What follows belongs to an exercise in optimizing a design on an open flow for small area and a short achievable clock period; a production flow would make more cautious choices.
The RTL was checked by simulation tests, not by an equivalence proof against the original design.
Power figures rest on the tool's default switching activity, not on a simulated workload.

==> design.v <==
package bp_pkg;
    localparam int unsigned HIST_W_DEF = 8;
    localparam int unsigned CNT_W_DEF  = 2;
    localparam int unsigned PC_W_DEF   = 32;
    localparam int unsigned MODE_GLOBAL = 0;
    localparam int unsigned MODE_GSHARE = 1;
    localparam logic [CNT_W_DEF-1:0] WEAK_NT = 2'b01;
    function automatic integer weak_nt(input integer cnt_w);
        weak_nt = (1 << (cnt_w - 1)) - 1;
    endfunction
endpackage
module sat_counter (
    input  logic clk,
    input  logic rst_n,
    input  logic en,
    input  logic inc,
    output logic dir,
    output logic sat
);
    always_ff @(posedge clk or negedge rst_n) begin
        if (!rst_n) begin
            dir    <= 1'b0;
            sat <= 1'b0;
        end else if (en) begin
            if (!sat) dir <= inc;
            sat <= (dir == inc);
        end
    end
endmodule
module gshare_predictor #(
    parameter int unsigned HIST_W = bp_pkg::HIST_W_DEF,
    parameter int unsigned PC_W   = bp_pkg::PC_W_DEF
) (
    input  logic              clk,
    input  logic              rst_n,
    input  logic              Pred_Valid,
    input  logic [PC_W-1:0]   Pred_PC,
    output logic              Pred_Taken,
    output logic [HIST_W-1:0] Pred_Index,
    input  logic              Upd_Valid,
    input  logic [HIST_W-1:0] Upd_Index,
    input  logic              Upd_Taken,
    input  logic              Upd_Mispredict,
    output logic [15:0]       Mispred_Count
);
    localparam int unsigned DEPTH = 2 ** HIST_W;
    logic [HIST_W-1:0] spec_hist;
    logic [HIST_W-1:0] arch_hist;
    logic [DEPTH-1:0]  dir;
    logic [DEPTH-1:0]  sat;
    logic              flush;
    pht_read u_read (
        .pc    (Pred_PC[HIST_W+1:2]),
        .h     (spec_hist),
        .dir   (dir),
        .idx   (Pred_Index),
        .taken (Pred_Taken)
    );
    for (genvar i = 0; i < DEPTH; i++) begin : g_pht
        sat_counter u_cnt (
            .clk    (clk),
            .rst_n  (rst_n),
            .en     (Upd_Valid && (Upd_Index == HIST_W'(i))),
            .inc    (Upd_Taken),
            .dir    (dir[i]),
            .sat (sat[i])
        );
    end
    assign flush = Upd_Valid && Upd_Mispredict;
    always_ff @(posedge clk or negedge rst_n) begin
        if (!rst_n) begin
            spec_hist <= '0;
            arch_hist <= '0;
        end else begin
            if (Upd_Valid) begin
                arch_hist <= {arch_hist[HIST_W-2:0], Upd_Taken};
            end
            if (flush) begin
                spec_hist <= {arch_hist[HIST_W-2:0], Upd_Taken};
            end else if (Pred_Valid) begin
                spec_hist <= {spec_hist[HIST_W-2:0], Pred_Taken};
            end
        end
    end
    always_ff @(posedge clk or negedge rst_n) begin
        if (!rst_n) begin
            Mispred_Count <= '0;
        end else if (flush && (Mispred_Count != 16'hFFFF)) begin
            Mispred_Count <= Mispred_Count + 16'd1;
        end
    end
endmodule
module pht_read (
    input  logic [7:0]   pc,
    input  logic [7:0]   h,
    input  logic [255:0] dir,
    output logic [7:0]   idx,
    output logic         taken
);
    assign idx   = pc ^ h;
    assign taken = dir[idx];
endmodule
==> flow/run.sh <==
#!/bin/bash
# Layout with a hand-mapped PHT read path:
#  1. the standard synthesis, with module pht_read left as a black box;
#  2. the black box filled with flow/pht_read.v (sky130 cells, generated by
#     gen/gen_read.py) and the netlist flattened as the standard synthesis does;
#  3. the standard layout of that netlist, with buf_2 port buffers
#     and no CTS dummy loads.
set -euo pipefail
W=$PWD
LIB=$FLOW_HOME/platforms/$FLOW_PLATFORM/lib/sky130_fd_sc_hd__tt_025C_1v80.lib
YOSYS=$FLOW_HOME/../tools/install/yosys/bin/yosys
[[ -x $YOSYS ]] || YOSYS=$(command -v yosys)

SYNTH_BLACKBOXES=pht_read bash standard.sh "$W/orfs/results/$FLOW_PLATFORM/gshare_predictor/base/1_2_yosys.v" > synth.log 2>&1
cp orfs/results/$FLOW_PLATFORM/gshare_predictor/base/1_2_yosys.v synth_bb.v

cat > link.ys <<EOT
read_liberty -lib $LIB
read_verilog $W/synth_bb.v
read_verilog $W/flow/pht_read.v
hierarchy -check -top $FLOW_TOP
flatten
opt_clean -purge
check -assert
stat
write_verilog -noattr -nohex -nodec $W/linked.v
EOT
$YOSYS -s link.ys > link.log 2>&1

rm -rf orfs
export BUFFER_PORTS_ARGS="-buffer_cell sky130_fd_sc_hd__buf_2"
export CTS_ARGS="-sink_clustering_enable -repair_clock_nets -sink_clustering_size 24 -sink_clustering_max_diameter 80 -buf_list sky130_fd_sc_hd__clkbuf_16 -dont_use_dummy_load"
SYNTH_NETLIST_FILES=$W/linked.v bash standard.sh > standard.log 2>&1
==> flow/pht_read.v <==
// Generated by gen/gen_read.py: the PHT read path of gshare_predictor mapped
// by hand to sky130_fd_sc_hd cells (same function as rtl pht_read).
module pht_read (
  input  [7:0]   pc,
  input  [7:0]   h,
  input  [255:0] dir,
  output [7:0]   idx,
  output         taken
);
  wire [7:0] x;
  wire [7:0] xn;
  wire [15:0] qn;
  wire [15:0] lo;
  wire [15:0] hi;
  wire [127:0] t;
  wire [31:0] u;
  wire [15:0] w;
  wire [3:0] v;
  wire [1:0] y;
  sky130_fd_sc_hd__xor2_2 r1 (.A(pc[0]), .B(h[0]), .X(x[0]));
  sky130_fd_sc_hd__xnor2_2 r2 (.A(pc[0]), .B(h[0]), .Y(xn[0]));
  assign idx[0] = x[0];
  sky130_fd_sc_hd__xor2_2 r3 (.A(pc[1]), .B(h[1]), .X(x[1]));
  sky130_fd_sc_hd__xnor2_2 r4 (.A(pc[1]), .B(h[1]), .Y(xn[1]));
  assign idx[1] = x[1];
  sky130_fd_sc_hd__xor2_2 r5 (.A(pc[2]), .B(h[2]), .X(x[2]));
  sky130_fd_sc_hd__xnor2_2 r6 (.A(pc[2]), .B(h[2]), .Y(xn[2]));
  assign idx[2] = x[2];
  sky130_fd_sc_hd__xor2_2 r7 (.A(pc[3]), .B(h[3]), .X(x[3]));
  sky130_fd_sc_hd__xnor2_2 r8 (.A(pc[3]), .B(h[3]), .Y(xn[3]));
  assign idx[3] = x[3];
  sky130_fd_sc_hd__xor2_2 r9 (.A(pc[4]), .B(h[4]), .X(x[4]));
  sky130_fd_sc_hd__xnor2_2 r10 (.A(pc[4]), .B(h[4]), .Y(xn[4]));
  assign idx[4] = x[4];
  sky130_fd_sc_hd__xor2_2 r11 (.A(pc[5]), .B(h[5]), .X(x[5]));
  sky130_fd_sc_hd__xnor2_2 r12 (.A(pc[5]), .B(h[5]), .Y(xn[5]));
  assign idx[5] = x[5];
  sky130_fd_sc_hd__xor2_2 r13 (.A(pc[6]), .B(h[6]), .X(x[6]));
  sky130_fd_sc_hd__xnor2_2 r14 (.A(pc[6]), .B(h[6]), .Y(xn[6]));
  assign idx[6] = x[6];
  sky130_fd_sc_hd__xor2_2 r15 (.A(pc[7]), .B(h[7]), .X(x[7]));
  sky130_fd_sc_hd__xnor2_2 r16 (.A(pc[7]), .B(h[7]), .Y(xn[7]));
  assign idx[7] = x[7];
  sky130_fd_sc_hd__nand2_2 r17 (.A(xn[0]), .B(xn[1]), .Y(qn[0]));
  sky130_fd_sc_hd__nand2_2 r18 (.A(x[0]), .B(xn[1]), .Y(qn[1]));
  sky130_fd_sc_hd__nand2_2 r19 (.A(xn[0]), .B(x[1]), .Y(qn[2]));
  sky130_fd_sc_hd__nand2_2 r20 (.A(x[0]), .B(x[1]), .Y(qn[3]));
  sky130_fd_sc_hd__nand2_2 r21 (.A(xn[2]), .B(xn[3]), .Y(qn[4]));
  sky130_fd_sc_hd__nand2_2 r22 (.A(x[2]), .B(xn[3]), .Y(qn[5]));
  sky130_fd_sc_hd__nand2_2 r23 (.A(xn[2]), .B(x[3]), .Y(qn[6]));
  sky130_fd_sc_hd__nand2_2 r24 (.A(x[2]), .B(x[3]), .Y(qn[7]));
  sky130_fd_sc_hd__nand2_2 r25 (.A(xn[4]), .B(xn[5]), .Y(qn[8]));
  sky130_fd_sc_hd__nand2_2 r26 (.A(x[4]), .B(xn[5]), .Y(qn[9]));
  sky130_fd_sc_hd__nand2_2 r27 (.A(xn[4]), .B(x[5]), .Y(qn[10]));
  sky130_fd_sc_hd__nand2_2 r28 (.A(x[4]), .B(x[5]), .Y(qn[11]));
  sky130_fd_sc_hd__nand2_2 r29 (.A(xn[6]), .B(xn[7]), .Y(qn[12]));
  sky130_fd_sc_hd__nand2_2 r30 (.A(x[6]), .B(xn[7]), .Y(qn[13]));
  sky130_fd_sc_hd__nand2_2 r31 (.A(xn[6]), .B(x[7]), .Y(qn[14]));
  sky130_fd_sc_hd__nand2_2 r32 (.A(x[6]), .B(x[7]), .Y(qn[15]));
  sky130_fd_sc_hd__nor2_4 r33 (.A(qn[0]), .B(qn[4]), .Y(lo[0]));
  sky130_fd_sc_hd__nor2_1 r34 (.A(qn[8]), .B(qn[12]), .Y(hi[0]));
  sky130_fd_sc_hd__nor2_4 r35 (.A(qn[1]), .B(qn[4]), .Y(lo[1]));
  sky130_fd_sc_hd__nor2_1 r36 (.A(qn[9]), .B(qn[12]), .Y(hi[1]));
  sky130_fd_sc_hd__nor2_4 r37 (.A(qn[2]), .B(qn[4]), .Y(lo[2]));
  sky130_fd_sc_hd__nor2_1 r38 (.A(qn[10]), .B(qn[12]), .Y(hi[2]));
  sky130_fd_sc_hd__nor2_4 r39 (.A(qn[3]), .B(qn[4]), .Y(lo[3]));
  sky130_fd_sc_hd__nor2_1 r40 (.A(qn[11]), .B(qn[12]), .Y(hi[3]));
  sky130_fd_sc_hd__nor2_4 r41 (.A(qn[0]), .B(qn[5]), .Y(lo[4]));
  sky130_fd_sc_hd__nor2_1 r42 (.A(qn[8]), .B(qn[13]), .Y(hi[4]));
  sky130_fd_sc_hd__nor2_4 r43 (.A(qn[1]), .B(qn[5]), .Y(lo[5]));
  sky130_fd_sc_hd__nor2_1 r44 (.A(qn[9]), .B(qn[13]), .Y(hi[5]));
  sky130_fd_sc_hd__nor2_4 r45 (.A(qn[2]), .B(qn[5]), .Y(lo[6]));
  sky130_fd_sc_hd__nor2_1 r46 (.A(qn[10]), .B(qn[13]), .Y(hi[6]));
  sky130_fd_sc_hd__nor2_4 r47 (.A(qn[3]), .B(qn[5]), .Y(lo[7]));
  sky130_fd_sc_hd__nor2_1 r48 (.A(qn[11]), .B(qn[13]), .Y(hi[7]));
  sky130_fd_sc_hd__nor2_4 r49 (.A(qn[0]), .B(qn[6]), .Y(lo[8]));
  sky130_fd_sc_hd__nor2_1 r50 (.A(qn[8]), .B(qn[14]), .Y(hi[8]));
  sky130_fd_sc_hd__nor2_4 r51 (.A(qn[1]), .B(qn[6]), .Y(lo[9]));
  sky130_fd_sc_hd__nor2_1 r52 (.A(qn[9]), .B(qn[14]), .Y(hi[9]));
  sky130_fd_sc_hd__nor2_4 r53 (.A(qn[2]), .B(qn[6]), .Y(lo[10]));
  sky130_fd_sc_hd__nor2_1 r54 (.A(qn[10]), .B(qn[14]), .Y(hi[10]));
  sky130_fd_sc_hd__nor2_4 r55 (.A(qn[3]), .B(qn[6]), .Y(lo[11]));
  sky130_fd_sc_hd__nor2_1 r56 (.A(qn[11]), .B(qn[14]), .Y(hi[11]));
  sky130_fd_sc_hd__nor2_4 r57 (.A(qn[0]), .B(qn[7]), .Y(lo[12]));
  sky130_fd_sc_hd__nor2_1 r58 (.A(qn[8]), .B(qn[15]), .Y(hi[12]));
  sky130_fd_sc_hd__nor2_4 r59 (.A(qn[1]), .B(qn[7]), .Y(lo[13]));
  sky130_fd_sc_hd__nor2_1 r60 (.A(qn[9]), .B(qn[15]), .Y(hi[13]));
  sky130_fd_sc_hd__nor2_4 r61 (.A(qn[2]), .B(qn[7]), .Y(lo[14]));
  sky130_fd_sc_hd__nor2_1 r62 (.A(qn[10]), .B(qn[15]), .Y(hi[14]));
  sky130_fd_sc_hd__nor2_4 r63 (.A(qn[3]), .B(qn[7]), .Y(lo[15]));
  sky130_fd_sc_hd__nor2_1 r64 (.A(qn[11]), .B(qn[15]), .Y(hi[15]));
  sky130_fd_sc_hd__a22oi_1 r65 (.A1(dir[0]), .A2(lo[0]), .B1(dir[1]), .B2(lo[1]), .Y(t[0]));
  sky130_fd_sc_hd__a22oi_1 r66 (.A1(dir[2]), .A2(lo[2]), .B1(dir[3]), .B2(lo[3]), .Y(t[1]));
  sky130_fd_sc_hd__a22oi_1 r67 (.A1(dir[4]), .A2(lo[4]), .B1(dir[5]), .B2(lo[5]), .Y(t[2]));
  sky130_fd_sc_hd__a22oi_1 r68 (.A1(dir[6]), .A2(lo[6]), .B1(dir[7]), .B2(lo[7]), .Y(t[3]));
  sky130_fd_sc_hd__a22oi_1 r69 (.A1(dir[8]), .A2(lo[8]), .B1(dir[9]), .B2(lo[9]), .Y(t[4]));
  sky130_fd_sc_hd__a22oi_1 r70 (.A1(dir[10]), .A2(lo[10]), .B1(dir[11]), .B2(lo[11]), .Y(t[5]));
  sky130_fd_sc_hd__a22oi_1 r71 (.A1(dir[12]), .A2(lo[12]), .B1(dir[13]), .B2(lo[13]), .Y(t[6]));
  sky130_fd_sc_hd__a22oi_1 r72 (.A1(dir[14]), .A2(lo[14]), .B1(dir[15]), .B2(lo[15]), .Y(t[7]));
  sky130_fd_sc_hd__nand4_2 r73 (.A(t[0]), .B(t[1]), .C(t[2]), .D(t[3]), .Y(u[0]));
  sky130_fd_sc_hd__nand4_2 r74 (.A(t[4]), .B(t[5]), .C(t[6]), .D(t[7]), .Y(u[1]));
  sky130_fd_sc_hd__o21ai_2 r75 (.A1(u[0]), .A2(u[1]), .B1(hi[0]), .Y(w[0]));
  sky130_fd_sc_hd__a22oi_1 r76 (.A1(dir[16]), .A2(lo[0]), .B1(dir[17]), .B2(lo[1]), .Y(t[8]));
  sky130_fd_sc_hd__a22oi_1 r77 (.A1(dir[18]), .A2(lo[2]), .B1(dir[19]), .B2(lo[3]), .Y(t[9]));
  sky130_fd_sc_hd__a22oi_1 r78 (.A1(dir[20]), .A2(lo[4]), .B1(dir[21]), .B2(lo[5]), .Y(t[10]));
  sky130_fd_sc_hd__a22oi_1 r79 (.A1(dir[22]), .A2(lo[6]), .B1(dir[23]), .B2(lo[7]), .Y(t[11]));
  sky130_fd_sc_hd__a22oi_1 r80 (.A1(dir[24]), .A2(lo[8]), .B1(dir[25]), .B2(lo[9]), .Y(t[12]));
  sky130_fd_sc_hd__a22oi_1 r81 (.A1(dir[26]), .A2(lo[10]), .B1(dir[27]), .B2(lo[11]), .Y(t[13]));
  sky130_fd_sc_hd__a22oi_1 r82 (.A1(dir[28]), .A2(lo[12]), .B1(dir[29]), .B2(lo[13]), .Y(t[14]));
  sky130_fd_sc_hd__a22oi_1 r83 (.A1(dir[30]), .A2(lo[14]), .B1(dir[31]), .B2(lo[15]), .Y(t[15]));
  sky130_fd_sc_hd__nand4_2 r84 (.A(t[8]), .B(t[9]), .C(t[10]), .D(t[11]), .Y(u[2]));
  sky130_fd_sc_hd__nand4_2 r85 (.A(t[12]), .B(t[13]), .C(t[14]), .D(t[15]), .Y(u[3]));
  sky130_fd_sc_hd__o21ai_2 r86 (.A1(u[2]), .A2(u[3]), .B1(hi[1]), .Y(w[1]));
  sky130_fd_sc_hd__a22oi_1 r87 (.A1(dir[32]), .A2(lo[0]), .B1(dir[33]), .B2(lo[1]), .Y(t[16]));
  sky130_fd_sc_hd__a22oi_1 r88 (.A1(dir[34]), .A2(lo[2]), .B1(dir[35]), .B2(lo[3]), .Y(t[17]));
  sky130_fd_sc_hd__a22oi_1 r89 (.A1(dir[36]), .A2(lo[4]), .B1(dir[37]), .B2(lo[5]), .Y(t[18]));
  sky130_fd_sc_hd__a22oi_1 r90 (.A1(dir[38]), .A2(lo[6]), .B1(dir[39]), .B2(lo[7]), .Y(t[19]));
  sky130_fd_sc_hd__a22oi_1 r91 (.A1(dir[40]), .A2(lo[8]), .B1(dir[41]), .B2(lo[9]), .Y(t[20]));
  sky130_fd_sc_hd__a22oi_1 r92 (.A1(dir[42]), .A2(lo[10]), .B1(dir[43]), .B2(lo[11]), .Y(t[21]));
  sky130_fd_sc_hd__a22oi_1 r93 (.A1(dir[44]), .A2(lo[12]), .B1(dir[45]), .B2(lo[13]), .Y(t[22]));
  sky130_fd_sc_hd__a22oi_1 r94 (.A1(dir[46]), .A2(lo[14]), .B1(dir[47]), .B2(lo[15]), .Y(t[23]));
  sky130_fd_sc_hd__nand4_2 r95 (.A(t[16]), .B(t[17]), .C(t[18]), .D(t[19]), .Y(u[4]));
  sky130_fd_sc_hd__nand4_2 r96 (.A(t[20]), .B(t[21]), .C(t[22]), .D(t[23]), .Y(u[5]));
  sky130_fd_sc_hd__o21ai_2 r97 (.A1(u[4]), .A2(u[5]), .B1(hi[2]), .Y(w[2]));
  sky130_fd_sc_hd__a22oi_1 r98 (.A1(dir[48]), .A2(lo[0]), .B1(dir[49]), .B2(lo[1]), .Y(t[24]));
  sky130_fd_sc_hd__a22oi_1 r99 (.A1(dir[50]), .A2(lo[2]), .B1(dir[51]), .B2(lo[3]), .Y(t[25]));
  sky130_fd_sc_hd__a22oi_1 r100 (.A1(dir[52]), .A2(lo[4]), .B1(dir[53]), .B2(lo[5]), .Y(t[26]));
  sky130_fd_sc_hd__a22oi_1 r101 (.A1(dir[54]), .A2(lo[6]), .B1(dir[55]), .B2(lo[7]), .Y(t[27]));
  sky130_fd_sc_hd__a22oi_1 r102 (.A1(dir[56]), .A2(lo[8]), .B1(dir[57]), .B2(lo[9]), .Y(t[28]));
  sky130_fd_sc_hd__a22oi_1 r103 (.A1(dir[58]), .A2(lo[10]), .B1(dir[59]), .B2(lo[11]), .Y(t[29]));
  sky130_fd_sc_hd__a22oi_1 r104 (.A1(dir[60]), .A2(lo[12]), .B1(dir[61]), .B2(lo[13]), .Y(t[30]));
  sky130_fd_sc_hd__a22oi_1 r105 (.A1(dir[62]), .A2(lo[14]), .B1(dir[63]), .B2(lo[15]), .Y(t[31]));
  sky130_fd_sc_hd__nand4_2 r106 (.A(t[24]), .B(t[25]), .C(t[26]), .D(t[27]), .Y(u[6]));
  sky130_fd_sc_hd__nand4_2 r107 (.A(t[28]), .B(t[29]), .C(t[30]), .D(t[31]), .Y(u[7]));
  sky130_fd_sc_hd__o21ai_2 r108 (.A1(u[6]), .A2(u[7]), .B1(hi[3]), .Y(w[3]));
  sky130_fd_sc_hd__a22oi_1 r109 (.A1(dir[64]), .A2(lo[0]), .B1(dir[65]), .B2(lo[1]), .Y(t[32]));
  sky130_fd_sc_hd__a22oi_1 r110 (.A1(dir[66]), .A2(lo[2]), .B1(dir[67]), .B2(lo[3]), .Y(t[33]));
  sky130_fd_sc_hd__a22oi_1 r111 (.A1(dir[68]), .A2(lo[4]), .B1(dir[69]), .B2(lo[5]), .Y(t[34]));
  sky130_fd_sc_hd__a22oi_1 r112 (.A1(dir[70]), .A2(lo[6]), .B1(dir[71]), .B2(lo[7]), .Y(t[35]));
  sky130_fd_sc_hd__a22oi_1 r113 (.A1(dir[72]), .A2(lo[8]), .B1(dir[73]), .B2(lo[9]), .Y(t[36]));
  sky130_fd_sc_hd__a22oi_1 r114 (.A1(dir[74]), .A2(lo[10]), .B1(dir[75]), .B2(lo[11]), .Y(t[37]));
  sky130_fd_sc_hd__a22oi_1 r115 (.A1(dir[76]), .A2(lo[12]), .B1(dir[77]), .B2(lo[13]), .Y(t[38]));
  sky130_fd_sc_hd__a22oi_1 r116 (.A1(dir[78]), .A2(lo[14]), .B1(dir[79]), .B2(lo[15]), .Y(t[39]));
  sky130_fd_sc_hd__nand4_2 r117 (.A(t[32]), .B(t[33]), .C(t[34]), .D(t[35]), .Y(u[8]));
  sky130_fd_sc_hd__nand4_2 r118 (.A(t[36]), .B(t[37]), .C(t[38]), .D(t[39]), .Y(u[9]));
  sky130_fd_sc_hd__o21ai_2 r119 (.A1(u[8]), .A2(u[9]), .B1(hi[4]), .Y(w[4]));
  sky130_fd_sc_hd__a22oi_1 r120 (.A1(dir[80]), .A2(lo[0]), .B1(dir[81]), .B2(lo[1]), .Y(t[40]));
  sky130_fd_sc_hd__a22oi_1 r121 (.A1(dir[82]), .A2(lo[2]), .B1(dir[83]), .B2(lo[3]), .Y(t[41]));
  sky130_fd_sc_hd__a22oi_1 r122 (.A1(dir[84]), .A2(lo[4]), .B1(dir[85]), .B2(lo[5]), .Y(t[42]));
  sky130_fd_sc_hd__a22oi_1 r123 (.A1(dir[86]), .A2(lo[6]), .B1(dir[87]), .B2(lo[7]), .Y(t[43]));
  sky130_fd_sc_hd__a22oi_1 r124 (.A1(dir[88]), .A2(lo[8]), .B1(dir[89]), .B2(lo[9]), .Y(t[44]));
  sky130_fd_sc_hd__a22oi_1 r125 (.A1(dir[90]), .A2(lo[10]), .B1(dir[91]), .B2(lo[11]), .Y(t[45]));
  sky130_fd_sc_hd__a22oi_1 r126 (.A1(dir[92]), .A2(lo[12]), .B1(dir[93]), .B2(lo[13]), .Y(t[46]));
  sky130_fd_sc_hd__a22oi_1 r127 (.A1(dir[94]), .A2(lo[14]), .B1(dir[95]), .B2(lo[15]), .Y(t[47]));
  sky130_fd_sc_hd__nand4_2 r128 (.A(t[40]), .B(t[41]), .C(t[42]), .D(t[43]), .Y(u[10]));
  sky130_fd_sc_hd__nand4_2 r129 (.A(t[44]), .B(t[45]), .C(t[46]), .D(t[47]), .Y(u[11]));
  sky130_fd_sc_hd__o21ai_2 r130 (.A1(u[10]), .A2(u[11]), .B1(hi[5]), .Y(w[5]));
  sky130_fd_sc_hd__a22oi_1 r131 (.A1(dir[96]), .A2(lo[0]), .B1(dir[97]), .B2(lo[1]), .Y(t[48]));
  sky130_fd_sc_hd__a22oi_1 r132 (.A1(dir[98]), .A2(lo[2]), .B1(dir[99]), .B2(lo[3]), .Y(t[49]));
  sky130_fd_sc_hd__a22oi_1 r133 (.A1(dir[100]), .A2(lo[4]), .B1(dir[101]), .B2(lo[5]), .Y(t[50]));
  sky130_fd_sc_hd__a22oi_1 r134 (.A1(dir[102]), .A2(lo[6]), .B1(dir[103]), .B2(lo[7]), .Y(t[51]));
  sky130_fd_sc_hd__a22oi_1 r135 (.A1(dir[104]), .A2(lo[8]), .B1(dir[105]), .B2(lo[9]), .Y(t[52]));
  sky130_fd_sc_hd__a22oi_1 r136 (.A1(dir[106]), .A2(lo[10]), .B1(dir[107]), .B2(lo[11]), .Y(t[53]));
  sky130_fd_sc_hd__a22oi_1 r137 (.A1(dir[108]), .A2(lo[12]), .B1(dir[109]), .B2(lo[13]), .Y(t[54]));
  sky130_fd_sc_hd__a22oi_1 r138 (.A1(dir[110]), .A2(lo[14]), .B1(dir[111]), .B2(lo[15]), .Y(t[55]));
  sky130_fd_sc_hd__nand4_2 r139 (.A(t[48]), .B(t[49]), .C(t[50]), .D(t[51]), .Y(u[12]));
  sky130_fd_sc_hd__nand4_2 r140 (.A(t[52]), .B(t[53]), .C(t[54]), .D(t[55]), .Y(u[13]));
  sky130_fd_sc_hd__o21ai_2 r141 (.A1(u[12]), .A2(u[13]), .B1(hi[6]), .Y(w[6]));
  sky130_fd_sc_hd__a22oi_1 r142 (.A1(dir[112]), .A2(lo[0]), .B1(dir[113]), .B2(lo[1]), .Y(t[56]));
  sky130_fd_sc_hd__a22oi_1 r143 (.A1(dir[114]), .A2(lo[2]), .B1(dir[115]), .B2(lo[3]), .Y(t[57]));
  sky130_fd_sc_hd__a22oi_1 r144 (.A1(dir[116]), .A2(lo[4]), .B1(dir[117]), .B2(lo[5]), .Y(t[58]));
  sky130_fd_sc_hd__a22oi_1 r145 (.A1(dir[118]), .A2(lo[6]), .B1(dir[119]), .B2(lo[7]), .Y(t[59]));
  sky130_fd_sc_hd__a22oi_1 r146 (.A1(dir[120]), .A2(lo[8]), .B1(dir[121]), .B2(lo[9]), .Y(t[60]));
  sky130_fd_sc_hd__a22oi_1 r147 (.A1(dir[122]), .A2(lo[10]), .B1(dir[123]), .B2(lo[11]), .Y(t[61]));
  sky130_fd_sc_hd__a22oi_1 r148 (.A1(dir[124]), .A2(lo[12]), .B1(dir[125]), .B2(lo[13]), .Y(t[62]));
  sky130_fd_sc_hd__a22oi_1 r149 (.A1(dir[126]), .A2(lo[14]), .B1(dir[127]), .B2(lo[15]), .Y(t[63]));
  sky130_fd_sc_hd__nand4_2 r150 (.A(t[56]), .B(t[57]), .C(t[58]), .D(t[59]), .Y(u[14]));
  sky130_fd_sc_hd__nand4_2 r151 (.A(t[60]), .B(t[61]), .C(t[62]), .D(t[63]), .Y(u[15]));
  sky130_fd_sc_hd__o21ai_2 r152 (.A1(u[14]), .A2(u[15]), .B1(hi[7]), .Y(w[7]));
  sky130_fd_sc_hd__a22oi_1 r153 (.A1(dir[128]), .A2(lo[0]), .B1(dir[129]), .B2(lo[1]), .Y(t[64]));
  sky130_fd_sc_hd__a22oi_1 r154 (.A1(dir[130]), .A2(lo[2]), .B1(dir[131]), .B2(lo[3]), .Y(t[65]));
  sky130_fd_sc_hd__a22oi_1 r155 (.A1(dir[132]), .A2(lo[4]), .B1(dir[133]), .B2(lo[5]), .Y(t[66]));
  sky130_fd_sc_hd__a22oi_1 r156 (.A1(dir[134]), .A2(lo[6]), .B1(dir[135]), .B2(lo[7]), .Y(t[67]));
  sky130_fd_sc_hd__a22oi_1 r157 (.A1(dir[136]), .A2(lo[8]), .B1(dir[137]), .B2(lo[9]), .Y(t[68]));
  sky130_fd_sc_hd__a22oi_1 r158 (.A1(dir[138]), .A2(lo[10]), .B1(dir[139]), .B2(lo[11]), .Y(t[69]));
  sky130_fd_sc_hd__a22oi_1 r159 (.A1(dir[140]), .A2(lo[12]), .B1(dir[141]), .B2(lo[13]), .Y(t[70]));
  sky130_fd_sc_hd__a22oi_1 r160 (.A1(dir[142]), .A2(lo[14]), .B1(dir[143]), .B2(lo[15]), .Y(t[71]));
  sky130_fd_sc_hd__nand4_2 r161 (.A(t[64]), .B(t[65]), .C(t[66]), .D(t[67]), .Y(u[16]));
  sky130_fd_sc_hd__nand4_2 r162 (.A(t[68]), .B(t[69]), .C(t[70]), .D(t[71]), .Y(u[17]));
  sky130_fd_sc_hd__o21ai_2 r163 (.A1(u[16]), .A2(u[17]), .B1(hi[8]), .Y(w[8]));
  sky130_fd_sc_hd__a22oi_1 r164 (.A1(dir[144]), .A2(lo[0]), .B1(dir[145]), .B2(lo[1]), .Y(t[72]));
  sky130_fd_sc_hd__a22oi_1 r165 (.A1(dir[146]), .A2(lo[2]), .B1(dir[147]), .B2(lo[3]), .Y(t[73]));
  sky130_fd_sc_hd__a22oi_1 r166 (.A1(dir[148]), .A2(lo[4]), .B1(dir[149]), .B2(lo[5]), .Y(t[74]));
  sky130_fd_sc_hd__a22oi_1 r167 (.A1(dir[150]), .A2(lo[6]), .B1(dir[151]), .B2(lo[7]), .Y(t[75]));
  sky130_fd_sc_hd__a22oi_1 r168 (.A1(dir[152]), .A2(lo[8]), .B1(dir[153]), .B2(lo[9]), .Y(t[76]));
  sky130_fd_sc_hd__a22oi_1 r169 (.A1(dir[154]), .A2(lo[10]), .B1(dir[155]), .B2(lo[11]), .Y(t[77]));
  sky130_fd_sc_hd__a22oi_1 r170 (.A1(dir[156]), .A2(lo[12]), .B1(dir[157]), .B2(lo[13]), .Y(t[78]));
  sky130_fd_sc_hd__a22oi_1 r171 (.A1(dir[158]), .A2(lo[14]), .B1(dir[159]), .B2(lo[15]), .Y(t[79]));
  sky130_fd_sc_hd__nand4_2 r172 (.A(t[72]), .B(t[73]), .C(t[74]), .D(t[75]), .Y(u[18]));
  sky130_fd_sc_hd__nand4_2 r173 (.A(t[76]), .B(t[77]), .C(t[78]), .D(t[79]), .Y(u[19]));
  sky130_fd_sc_hd__o21ai_2 r174 (.A1(u[18]), .A2(u[19]), .B1(hi[9]), .Y(w[9]));
  sky130_fd_sc_hd__a22oi_1 r175 (.A1(dir[160]), .A2(lo[0]), .B1(dir[161]), .B2(lo[1]), .Y(t[80]));
  sky130_fd_sc_hd__a22oi_1 r176 (.A1(dir[162]), .A2(lo[2]), .B1(dir[163]), .B2(lo[3]), .Y(t[81]));
  sky130_fd_sc_hd__a22oi_1 r177 (.A1(dir[164]), .A2(lo[4]), .B1(dir[165]), .B2(lo[5]), .Y(t[82]));
  sky130_fd_sc_hd__a22oi_1 r178 (.A1(dir[166]), .A2(lo[6]), .B1(dir[167]), .B2(lo[7]), .Y(t[83]));
  sky130_fd_sc_hd__a22oi_1 r179 (.A1(dir[168]), .A2(lo[8]), .B1(dir[169]), .B2(lo[9]), .Y(t[84]));
  sky130_fd_sc_hd__a22oi_1 r180 (.A1(dir[170]), .A2(lo[10]), .B1(dir[171]), .B2(lo[11]), .Y(t[85]));
  sky130_fd_sc_hd__a22oi_1 r181 (.A1(dir[172]), .A2(lo[12]), .B1(dir[173]), .B2(lo[13]), .Y(t[86]));
  sky130_fd_sc_hd__a22oi_1 r182 (.A1(dir[174]), .A2(lo[14]), .B1(dir[175]), .B2(lo[15]), .Y(t[87]));
  sky130_fd_sc_hd__nand4_2 r183 (.A(t[80]), .B(t[81]), .C(t[82]), .D(t[83]), .Y(u[20]));
  sky130_fd_sc_hd__nand4_2 r184 (.A(t[84]), .B(t[85]), .C(t[86]), .D(t[87]), .Y(u[21]));
  sky130_fd_sc_hd__o21ai_2 r185 (.A1(u[20]), .A2(u[21]), .B1(hi[10]), .Y(w[10]));
  sky130_fd_sc_hd__a22oi_1 r186 (.A1(dir[176]), .A2(lo[0]), .B1(dir[177]), .B2(lo[1]), .Y(t[88]));
  sky130_fd_sc_hd__a22oi_1 r187 (.A1(dir[178]), .A2(lo[2]), .B1(dir[179]), .B2(lo[3]), .Y(t[89]));
  sky130_fd_sc_hd__a22oi_1 r188 (.A1(dir[180]), .A2(lo[4]), .B1(dir[181]), .B2(lo[5]), .Y(t[90]));
  sky130_fd_sc_hd__a22oi_1 r189 (.A1(dir[182]), .A2(lo[6]), .B1(dir[183]), .B2(lo[7]), .Y(t[91]));
  sky130_fd_sc_hd__a22oi_1 r190 (.A1(dir[184]), .A2(lo[8]), .B1(dir[185]), .B2(lo[9]), .Y(t[92]));
  sky130_fd_sc_hd__a22oi_1 r191 (.A1(dir[186]), .A2(lo[10]), .B1(dir[187]), .B2(lo[11]), .Y(t[93]));
  sky130_fd_sc_hd__a22oi_1 r192 (.A1(dir[188]), .A2(lo[12]), .B1(dir[189]), .B2(lo[13]), .Y(t[94]));
  sky130_fd_sc_hd__a22oi_1 r193 (.A1(dir[190]), .A2(lo[14]), .B1(dir[191]), .B2(lo[15]), .Y(t[95]));
  sky130_fd_sc_hd__nand4_2 r194 (.A(t[88]), .B(t[89]), .C(t[90]), .D(t[91]), .Y(u[22]));
  sky130_fd_sc_hd__nand4_2 r195 (.A(t[92]), .B(t[93]), .C(t[94]), .D(t[95]), .Y(u[23]));
  sky130_fd_sc_hd__o21ai_2 r196 (.A1(u[22]), .A2(u[23]), .B1(hi[11]), .Y(w[11]));
  sky130_fd_sc_hd__a22oi_1 r197 (.A1(dir[192]), .A2(lo[0]), .B1(dir[193]), .B2(lo[1]), .Y(t[96]));
  sky130_fd_sc_hd__a22oi_1 r198 (.A1(dir[194]), .A2(lo[2]), .B1(dir[195]), .B2(lo[3]), .Y(t[97]));
  sky130_fd_sc_hd__a22oi_1 r199 (.A1(dir[196]), .A2(lo[4]), .B1(dir[197]), .B2(lo[5]), .Y(t[98]));
  sky130_fd_sc_hd__a22oi_1 r200 (.A1(dir[198]), .A2(lo[6]), .B1(dir[199]), .B2(lo[7]), .Y(t[99]));
  sky130_fd_sc_hd__a22oi_1 r201 (.A1(dir[200]), .A2(lo[8]), .B1(dir[201]), .B2(lo[9]), .Y(t[100]));
  sky130_fd_sc_hd__a22oi_1 r202 (.A1(dir[202]), .A2(lo[10]), .B1(dir[203]), .B2(lo[11]), .Y(t[101]));
  sky130_fd_sc_hd__a22oi_1 r203 (.A1(dir[204]), .A2(lo[12]), .B1(dir[205]), .B2(lo[13]), .Y(t[102]));
  sky130_fd_sc_hd__a22oi_1 r204 (.A1(dir[206]), .A2(lo[14]), .B1(dir[207]), .B2(lo[15]), .Y(t[103]));
  sky130_fd_sc_hd__nand4_2 r205 (.A(t[96]), .B(t[97]), .C(t[98]), .D(t[99]), .Y(u[24]));
  sky130_fd_sc_hd__nand4_2 r206 (.A(t[100]), .B(t[101]), .C(t[102]), .D(t[103]), .Y(u[25]));
  sky130_fd_sc_hd__o21ai_2 r207 (.A1(u[24]), .A2(u[25]), .B1(hi[12]), .Y(w[12]));
  sky130_fd_sc_hd__a22oi_1 r208 (.A1(dir[208]), .A2(lo[0]), .B1(dir[209]), .B2(lo[1]), .Y(t[104]));
  sky130_fd_sc_hd__a22oi_1 r209 (.A1(dir[210]), .A2(lo[2]), .B1(dir[211]), .B2(lo[3]), .Y(t[105]));
  sky130_fd_sc_hd__a22oi_1 r210 (.A1(dir[212]), .A2(lo[4]), .B1(dir[213]), .B2(lo[5]), .Y(t[106]));
  sky130_fd_sc_hd__a22oi_1 r211 (.A1(dir[214]), .A2(lo[6]), .B1(dir[215]), .B2(lo[7]), .Y(t[107]));
  sky130_fd_sc_hd__a22oi_1 r212 (.A1(dir[216]), .A2(lo[8]), .B1(dir[217]), .B2(lo[9]), .Y(t[108]));
  sky130_fd_sc_hd__a22oi_1 r213 (.A1(dir[218]), .A2(lo[10]), .B1(dir[219]), .B2(lo[11]), .Y(t[109]));
  sky130_fd_sc_hd__a22oi_1 r214 (.A1(dir[220]), .A2(lo[12]), .B1(dir[221]), .B2(lo[13]), .Y(t[110]));
  sky130_fd_sc_hd__a22oi_1 r215 (.A1(dir[222]), .A2(lo[14]), .B1(dir[223]), .B2(lo[15]), .Y(t[111]));
  sky130_fd_sc_hd__nand4_2 r216 (.A(t[104]), .B(t[105]), .C(t[106]), .D(t[107]), .Y(u[26]));
  sky130_fd_sc_hd__nand4_2 r217 (.A(t[108]), .B(t[109]), .C(t[110]), .D(t[111]), .Y(u[27]));
  sky130_fd_sc_hd__o21ai_2 r218 (.A1(u[26]), .A2(u[27]), .B1(hi[13]), .Y(w[13]));
  sky130_fd_sc_hd__a22oi_1 r219 (.A1(dir[224]), .A2(lo[0]), .B1(dir[225]), .B2(lo[1]), .Y(t[112]));
  sky130_fd_sc_hd__a22oi_1 r220 (.A1(dir[226]), .A2(lo[2]), .B1(dir[227]), .B2(lo[3]), .Y(t[113]));
  sky130_fd_sc_hd__a22oi_1 r221 (.A1(dir[228]), .A2(lo[4]), .B1(dir[229]), .B2(lo[5]), .Y(t[114]));
  sky130_fd_sc_hd__a22oi_1 r222 (.A1(dir[230]), .A2(lo[6]), .B1(dir[231]), .B2(lo[7]), .Y(t[115]));
  sky130_fd_sc_hd__a22oi_1 r223 (.A1(dir[232]), .A2(lo[8]), .B1(dir[233]), .B2(lo[9]), .Y(t[116]));
  sky130_fd_sc_hd__a22oi_1 r224 (.A1(dir[234]), .A2(lo[10]), .B1(dir[235]), .B2(lo[11]), .Y(t[117]));
  sky130_fd_sc_hd__a22oi_1 r225 (.A1(dir[236]), .A2(lo[12]), .B1(dir[237]), .B2(lo[13]), .Y(t[118]));
  sky130_fd_sc_hd__a22oi_1 r226 (.A1(dir[238]), .A2(lo[14]), .B1(dir[239]), .B2(lo[15]), .Y(t[119]));
  sky130_fd_sc_hd__nand4_2 r227 (.A(t[112]), .B(t[113]), .C(t[114]), .D(t[115]), .Y(u[28]));
  sky130_fd_sc_hd__nand4_2 r228 (.A(t[116]), .B(t[117]), .C(t[118]), .D(t[119]), .Y(u[29]));
  sky130_fd_sc_hd__o21ai_2 r229 (.A1(u[28]), .A2(u[29]), .B1(hi[14]), .Y(w[14]));
  sky130_fd_sc_hd__a22oi_1 r230 (.A1(dir[240]), .A2(lo[0]), .B1(dir[241]), .B2(lo[1]), .Y(t[120]));
  sky130_fd_sc_hd__a22oi_1 r231 (.A1(dir[242]), .A2(lo[2]), .B1(dir[243]), .B2(lo[3]), .Y(t[121]));
  sky130_fd_sc_hd__a22oi_1 r232 (.A1(dir[244]), .A2(lo[4]), .B1(dir[245]), .B2(lo[5]), .Y(t[122]));
  sky130_fd_sc_hd__a22oi_1 r233 (.A1(dir[246]), .A2(lo[6]), .B1(dir[247]), .B2(lo[7]), .Y(t[123]));
  sky130_fd_sc_hd__a22oi_1 r234 (.A1(dir[248]), .A2(lo[8]), .B1(dir[249]), .B2(lo[9]), .Y(t[124]));
  sky130_fd_sc_hd__a22oi_1 r235 (.A1(dir[250]), .A2(lo[10]), .B1(dir[251]), .B2(lo[11]), .Y(t[125]));
  sky130_fd_sc_hd__a22oi_1 r236 (.A1(dir[252]), .A2(lo[12]), .B1(dir[253]), .B2(lo[13]), .Y(t[126]));
  sky130_fd_sc_hd__a22oi_1 r237 (.A1(dir[254]), .A2(lo[14]), .B1(dir[255]), .B2(lo[15]), .Y(t[127]));
  sky130_fd_sc_hd__nand4_2 r238 (.A(t[120]), .B(t[121]), .C(t[122]), .D(t[123]), .Y(u[30]));
  sky130_fd_sc_hd__nand4_2 r239 (.A(t[124]), .B(t[125]), .C(t[126]), .D(t[127]), .Y(u[31]));
  sky130_fd_sc_hd__o21ai_2 r240 (.A1(u[30]), .A2(u[31]), .B1(hi[15]), .Y(w[15]));
  sky130_fd_sc_hd__nand4_2 r241 (.A(w[0]), .B(w[1]), .C(w[2]), .D(w[3]), .Y(v[0]));
  sky130_fd_sc_hd__nand4_2 r242 (.A(w[4]), .B(w[5]), .C(w[6]), .D(w[7]), .Y(v[1]));
  sky130_fd_sc_hd__nand4_2 r243 (.A(w[8]), .B(w[9]), .C(w[10]), .D(w[11]), .Y(v[2]));
  sky130_fd_sc_hd__nand4_2 r244 (.A(w[12]), .B(w[13]), .C(w[14]), .D(w[15]), .Y(v[3]));
  sky130_fd_sc_hd__nor2_2 r245 (.A(v[0]), .B(v[1]), .Y(y[0]));
  sky130_fd_sc_hd__nor2_2 r246 (.A(v[2]), .B(v[3]), .Y(y[1]));
  sky130_fd_sc_hd__nand2_2 r247 (.A(y[0]), .B(y[1]), .Y(taken));
endmodule
==> standard.sh <==
#!/bin/bash
# synth_recipe.tcl (not shown) runs the flow's synth.tcl, then flattens the netlist and writes it again
# the make line also repeats each setting of config.mk as NAME=value (left out here)
make -C /OpenROAD-flow-scripts/flow DESIGN_CONFIG=/design/flow/config.mk WORK_HOME=/design/flow/orfs CLKGATE_MAP_FILE= SYNTH_SCRIPT=/design/flow/synth_recipe.tcl "${@:-finish}"
==> config.mk <==
export PLATFORM = sky130hd
export DESIGN_NAME = gshare_predictor
export DESIGN_NICKNAME = gshare_predictor
export VERILOG_FILES = /design/flow/design.v
export SDC_FILE = /design/flow/constraint.sdc
export NUM_CORES = 4
export LEC_CHECK = 0
export CAP_MARGIN = 20
export CORE_MARGIN = 2
export CORE_UTILIZATION = 60
export CTS_BUF_LIST = sky130_fd_sc_hd__clkbuf_16
export CTS_CLUSTER_DIAMETER = 80
export CTS_CLUSTER_SIZE = 24
export SETUP_SLACK_MARGIN = 3.0
export SLEW_MARGIN = 20
==> constraint.sdc <==
create_clock -name core_clock -period 7.5 [get_ports {clk}]
set_input_delay 1.5000 -clock core_clock [delete_from_list [all_inputs] [get_ports {clk}]]
set_output_delay 1.5000 -clock core_clock [all_outputs]
set_load 0.01 [all_outputs]
==> results of run 1 <==
==> layout make-up <==
class | instances | share of cell area
antenna | 1 | 0.0000840
clock buffer | 34 | 0.0286
inverter | 1 | 0.000126
multi-input combinational | 1680 | 0.450
sequential | 543 | 0.456
tap | 600 | 0.0252
timing repair buffer | 114 | 0.0403
==> sequential cells by signal (all words and copies together), names as in the netlist <==
| signal | flops |
|---|---|
| g_pht.u_cnt.sat | 256 |
| g_pht.u_cnt.dir | 256 |
| spec_hist | 8 |
| Mispred_Count | 16 |
| arch_hist | 7 |
==> critical path, stage by stage <==
cell and delay, ps:
buf_12 110, xor2_4 190, nand2_4 200, nor2_4 110, buf_12 170, a22oi_2 210, nand4_2 210, o21ai_2 250
nand4_2 170, nor2_4 140, nand2_4 90, buf_6 130
==> stage by stage <==
stage | hold WS (ps) | utilization | area, um2 | cells
2_1_floorplan | 446 | - | 27300 | 2440
3_3_place_gp | 468 | 0.614 | 27700 | 2903
3_5_place_dp | 469 | 0.614 | 27700 | 2903
4_1_cts | 495 | 0.654 | 29500 | 2970
5_1_grt | 513 | 0.659 | 29800 | 2972
6_report | 495 | 0.659 | 29800 | 2973
==> routing by layer <==
| metal | vias to the layer above | GRT usage | routed length, um | share of wire |
|---|---|---|---|---|
| met4 | 0 | 0.0831 | 1530 | 0.024 |
| met2 | 410 | 0.449 | 30700 | 0.47 |
| met3 | 92 | 0.0454 | 3260 | 0.050 |
| met5 | - | 0 | 0 | 0 |
| met1 | 9509 | 0.393 | 29300 | 0.45 |
| li1 | 8812 | - | - | - |
==> worst min path at each step <==
stage,from,cells past startpoint,endpoint
global route,Mispred_Count[15],1,Mispred_Count[15]
finish,Mispred_Count[15],1,Mispred_Count[15]
detailed placement,arch_hist[6],2,spec_hist[7]
global placement,arch_hist[6],2,spec_hist[7]
floorplan,arch_hist[6],2,spec_hist[7]
CTS,Mispred_Count[15],1,Mispred_Count[15]
==> power breakdown <==
part           switching (mW)  total [mW]  internal (mW)
Clock                   0.958        1.77          0.810
Combinational           0.578       0.922          0.343
Sequential              0.157        3.25           3.09
==> repair_timing <==
action,in CTS,in global routing
pin swaps,61,31
cloned,1,1
buffers inserted,32,0
setup endpoints to repair,1,1
gates resized for setup,76,36
==> results.py, run 1 <==
metrics = {
    "run_status": {
        "status": "finished clean",
    },
    "critical_path": {
        "critPathCapture": "Pred_Taken",
        "startpoint": "Pred_PC[3]",
        "critPathLaunchType": "primary input",
        "rrSetupSlack_ps": 4740,
        "r2r-end": "spec_hist[0]",
        "rr_startpoint": "spec_hist[1]",
        "crit_type": "primary input to output port",
        "cp-end-kind": "output port",
        "cp.required_ps": 6000,
        "cp.arrival_ps": 3480,
        "reg2reg_depth": 13,
        "crit_fanout": 7,
    },
    "power": {
        "power_leakage_nw": 12.8,
        "power_density_mw_per_mm2": 199,
        "total_power_mw": 5.94,
        "ir_drop_v": 0.000197,
    },
    "global_route": {
        "antenna_found_initial": 0,
        "grt_pass1_wl_um": 103000,
        "grt_pass1_vias": 18200,
        "track_usage": 0.280,
        "grt-ovfl-total": 0,
        "grt_max_degree": 197,
    },
    "floorplanning": {
        "boundaryPins": 71,
        "dieArea_mm2": 0.0473,
        "chipHeight_um": 217,
        "die_w_um": 217,
        "core_mm2": 0.0452,
        "rows": 78,
        "start_util": 0.605,
    },
    "cells_and_area": {
        "area_growth_pct": 9.02,
        "layout-drive-gt1-share": 0.259,
        "multiInputGateArea_mm2": 0.0134,
        "layout_common_cells": "dfrtp_1, mux2_2, xor2_1",
        "fillCellCount": 3441,
        "layout.cells.most_common": "dfrtp_1",
        "regArea_mm2": 0.0136,
        "fin_nets": 2421,
    },
    "placement": {
        "dp_slack_ps": 2240,
        "numPortBuffers": 46,
        "place_congestion": 0.833,
        "hpwl_um": 37900,
    },
    "clocking": {
        "clkTransAtPathRegs_ps": 80,
        "htree_levels": 2,
        "insertion_delay_ps": 580,
        "hold_buffers": 0,
        "cts_num_sinks": 543,
        "cts_buffers": 34,
        "clock_path_buffers": 3,
        "cts.root.buffer_cell": "clkbuf_16",
        "cts_tree": "done",
    },
    "job": {
        "cap_violations": 0,
    },
    "synth": {
        "synthesis.area_mm2": 0.0273,
        "synth_cells": 2440,
        "syn_area_per_cell_um2": 11.2,
        "yosys_warnings": 0,
        "synth_nets": 2487,
    },
    "timing": {
        "worst_slack_ps": 2520,
        "worst_pin_slew_ps": 1110,
        "setup_viol": 0,
        "post-route-min-period_ps": 4980,
        "max-slew-margin-rel": 0.260,
        "rsz0062_at_grt": "yes",
        "maxSlewViolCount": 0,
        "max_freq_mhz": 201,
        "fin_worst_skew_ps": 51.9,
        "hold_viol_final": 0,
        "fin_crit_sh": 0.665,
        "tns_ps": 0,
    },
    "routing": {
        "routed_wl_um": 64800,
        "firstDrtPassIters": 5,
        "wl_per_cell_um": 21.8,
        "vias_per_cell": 6.33,
        "antenna_left": 0,
        "first_iter_violations": 1766,
        "drc": 0,
        "vias": 18800,
    },
    "worst_hold_path": {
        "hp-class": "register to register",
    },
}
==> inputs of run 2 (changes only) <==
--- a/flow/run.sh
+++ b/flow/run.sh
@@ -3,8 +3,7 @@
 #  1. the standard synthesis, with module pht_read left as a black box;
 #  2. the black box filled with flow/pht_read.v (sky130 cells, generated by
 #     gen/gen_read.py) and the netlist flattened as the standard synthesis does;
-#  3. the standard layout of that netlist, with buf_2 port buffers
-#     and no CTS dummy loads.
+#  3. the standard layout of that netlist, with buf_2 port buffers.
 set -euo pipefail
 W=$PWD
 LIB=$FLOW_HOME/platforms/$FLOW_PLATFORM/lib/sky130_fd_sc_hd__tt_025C_1v80.lib
@@ -29,5 +28,4 @@
 
 rm -rf orfs
 export BUFFER_PORTS_ARGS="-buffer_cell sky130_fd_sc_hd__buf_2"
-export CTS_ARGS="-sink_clustering_enable -repair_clock_nets -sink_clustering_size 24 -sink_clustering_max_diameter 80 -buf_list sky130_fd_sc_hd__clkbuf_16 -dont_use_dummy_load"
 SYNTH_NETLIST_FILES=$W/linked.v bash standard.sh > standard.log 2>&1
==> results.py, run 2 <==
metrics = {
    "routing": {
        "first_iter_violations": 1678,
        "wl_per_cell_um": 21.7,
        "routed_wl_um": 65000,
        "antenna_left": 0,
        "vias": 18900,
        "vias_per_cell": 6.29,
        "drc": 0,
        "firstDrtPassIters": 5,
    },
    "timing": {
        "hold_viol_final": 0,
        "max_freq_mhz": 202,
        "setup_viol": 0,
        "holdWs_ps": 496,
        "max-slew-margin-rel": 0.208,
        "rsz0062_at_grt": "yes",
        "worst_slack_ps": 2540,
        "tns_ps": 0,
        "post-route-min-period_ps": 4960,
        "fin_crit_sh": 0.661,
        "fin_worst_skew_ps": 27.9,
        "worst_pin_slew_ps": 1190,
        "maxSlewViolCount": 0,
    },
    "placement": {
        "numPortBuffers": 46,
        "place_inst": 2903,
        "place_congestion": 0.833,
        "dp_slack_ps": 2240,
        "hpwl_um": 37900,
        "dpl_cell_area_mm2": 0.0277,
    },
    "critical_path": {
        "crit_type": "primary input to output port",
        "critPathMaxStageDelay_ps": 250,
        "cp.required_ps": 6000,
        "reg2reg_depth": 13,
        "cp.arrival_ps": 3460,
        "cp_cell_sequence": "buf_12, xor2_4, nand2_4, nor2_4, buf_12, a22oi_2, nand4_2, o21ai_4, nand4_2, nor2_4, nand2_4, buf_6",
        "r2r-end": "spec_hist[0]",
        "critPathLaunchType": "primary input",
        "rr_startpoint": "spec_hist[1]",
        "rrSetupSlack_ps": 4770,
        "cp-end-kind": "output port",
        "crit_slowest_cell": "o21ai_4",
        "crit_fanout": 7,
    },
    "cells_and_area": {
        "multiInputGateArea_mm2": 0.0134,
        "fin_nets": 2421,
        "final_cells": 2999,
        "layout-drive-gt1-share": 0.267,
        "layout.cells.most_common": "dfrtp_1",
        "finalInstanceArea_mm2": 0.0301,
        "layout_common_cells": "dfrtp_1, mux2_2, xor2_1",
        "area_growth_pct": 10.2,
        "post-route-util": 0.666,
        "largestRegisters": "g_pht.u_cnt.dir: 256 flops, g_pht.u_cnt.sat: 256 flops, Mispred_Count: 16 flops",
        "regArea_mm2": 0.0136,
        "fillCellCount": 3406,
    },
    "clocking": {
        "cts_num_sinks": 543,
        "htree_levels": 2,
        "cts_tree": "done",
        "cts_buffers": 34,
        "cts.root.buffer_cell": "clkbuf_16",
        "insertion_delay_ps": 580,
        "hold_buffers": 0,
        "clkTransAtPathRegs_ps": 90,
        "clock_path_buffers": 3,
    },
    "floorplanning": {
        "dieArea_mm2": 0.0473,
        "chipHeight_um": 217,
        "boundaryPins": 71,
        "core_mm2": 0.0452,
        "die_w_um": 217,
        "rows": 78,
        "start_util": 0.605,
    },
    "worst_hold_path": {
        "hp-class": "register to register",
        "min_from": "Mispred_Count[15]",
        "holdPathEnd": "Mispred_Count[15]",
        "hold_depth": 1,
    },
    "power": {
        "ir_drop_v": 0.000200,
        "p_clk_frac": 0.334,
        "p_sw_mw": 1.83,
        "power_leakage_nw": 13.0,
        "swShare": 0.292,
        "seq_power_share": 0.519,
        "total_power_mw": 6.26,
        "internal_power_mw": 4.44,
        "power_density_mw_per_mm2": 208,
        "combPwrFrac": 0.147,
    },
    "synth": {
        "synth_cells": 2440,
        "synthesis.area_mm2": 0.0273,
        "synth_nets": 2487,
        "yosys_warnings": 0,
        "syn_area_per_cell_um2": 11.2,
    },
    "job": {
        "cap_violations": 0,
    },
    "global_route": {
        "antenna_found_initial": 0,
        "grt_max_degree": 197,
        "track_usage": 0.280,
        "grt-ovfl-total": 0,
        "grt_pass1_wl_um": 104000,
        "grt_pass1_vias": 18300,
    },
    "run_status": {
        "status": "finished clean",
    },
}
==> run 2: cell types whose count changed in the layout (fill, tap and decap cells not counted), moves of 2 or more <==
cell and delta:
a22oi_1 -3, clkinvlp_4 +2, clkinv_2 +2, clkinv_1 +2
bufinv_16 +3, inv_8 +4, inv_6 +9, a22oi_2 +3
==> run 2: layer usage <==
layer  track usage  vias up  wire length [um]
met1         0.394     9543             29200
met3        0.0463       93              3510
met4        0.0774        0              1530
li1              -     8833                 -
met5             0        -                 0
met2         0.453      409             30700
==> run 2: timing repair <==
item,CTS,global route
endpoints found under the setup margin,1,1
setup buffers,32,0
gates cloned,1,1
pin swaps,61,35
gates resized for setup,78,38
==> run 2: cell type report <==
| cell class | instances | area share |
|---|---|---|
| Inverter | 1 | 0.000125 |
| Tap cell | 600 | 0.0249 |
| Sequential cell | 543 | 0.451 |
| Antenna cell | 1 | 0.0000831 |
| Clock buffer | 35 | 0.0291 |
| Clock inverter | 25 | 0.00914 |
| Multi-Input combinational cell | 1680 | 0.445 |
| Timing Repair Buffer | 114 | 0.0399 |
==> run 2: power by group through the flow <==
| stage | Combinational (mW) | Sequential, mW | Clock [mW] |
|---|---|---|---|
| 2_1_floorplan | 0.515 | 3.27 | 0 |
| 3_3_place_gp | 0.770 | 3.29 | 0 |
| 3_5_place_dp | 0.794 | 3.30 | 0 |
| 4_1_cts | 0.901 | 3.25 | 2.14 |
| 5_1_grt | 0.998 | 3.28 | 2.26 |
| 6_report | 0.922 | 3.25 | 2.09 |
==> run 2: worst max-delay path: cells and delay by family <==
family / cells / cell delay (ps)
buf+inv: 3 / 410
xor+xnor: 1 / 190
simple gates: 6 / 900
compound gates: 2 / 440
==> run 2: worst max path at each step <==
stage	depth (start not counted)	endpoint	slack, ps	from
2_1_floorplan	9	Pred_Taken	3200	Pred_PC[3]
3_3_place_gp	11	Pred_Taken	2250	Pred_PC[3]
3_5_place_dp	11	Pred_Taken	2240	Pred_PC[2]
4_1_cts	12	Pred_Taken	2570	Pred_PC[2]
5_1_grt	12	Pred_Taken	2500	Pred_PC[3]
6_report	12	Pred_Taken	2540	Pred_PC[3]

-- what the ideal ports hide --
Ports are ideal in the flow. The routed layouts listed here were re-timed in OpenROAD. Step 1: set_driving_cell puts a clkbuf_16 on clk and a buf_2 on each other input, an assumption about the parent block. Step 2 adds t to the input delays and takes it off the output delays; t is the mean of the earliest and latest rising clock arrival at the registers after step 1. Input paths then give back, and output paths get back, about the clock's delay inside the block. Slacks: no drivers / after step 1 / after step 2; pairs: no drivers / after step 1.
run	t, ns	setup WS [ns]	latest minus earliest clock arrival (ns)	worst slew at a driven data input, ns
run 1	0.616	2.516 / 2.464 / 2.464	0.064 / 0.064	0.11
run 2	0.628	2.540 / 2.488 / 2.488	0.029 / 0.030	0.11
After both steps every run listed still meets setup and hold.
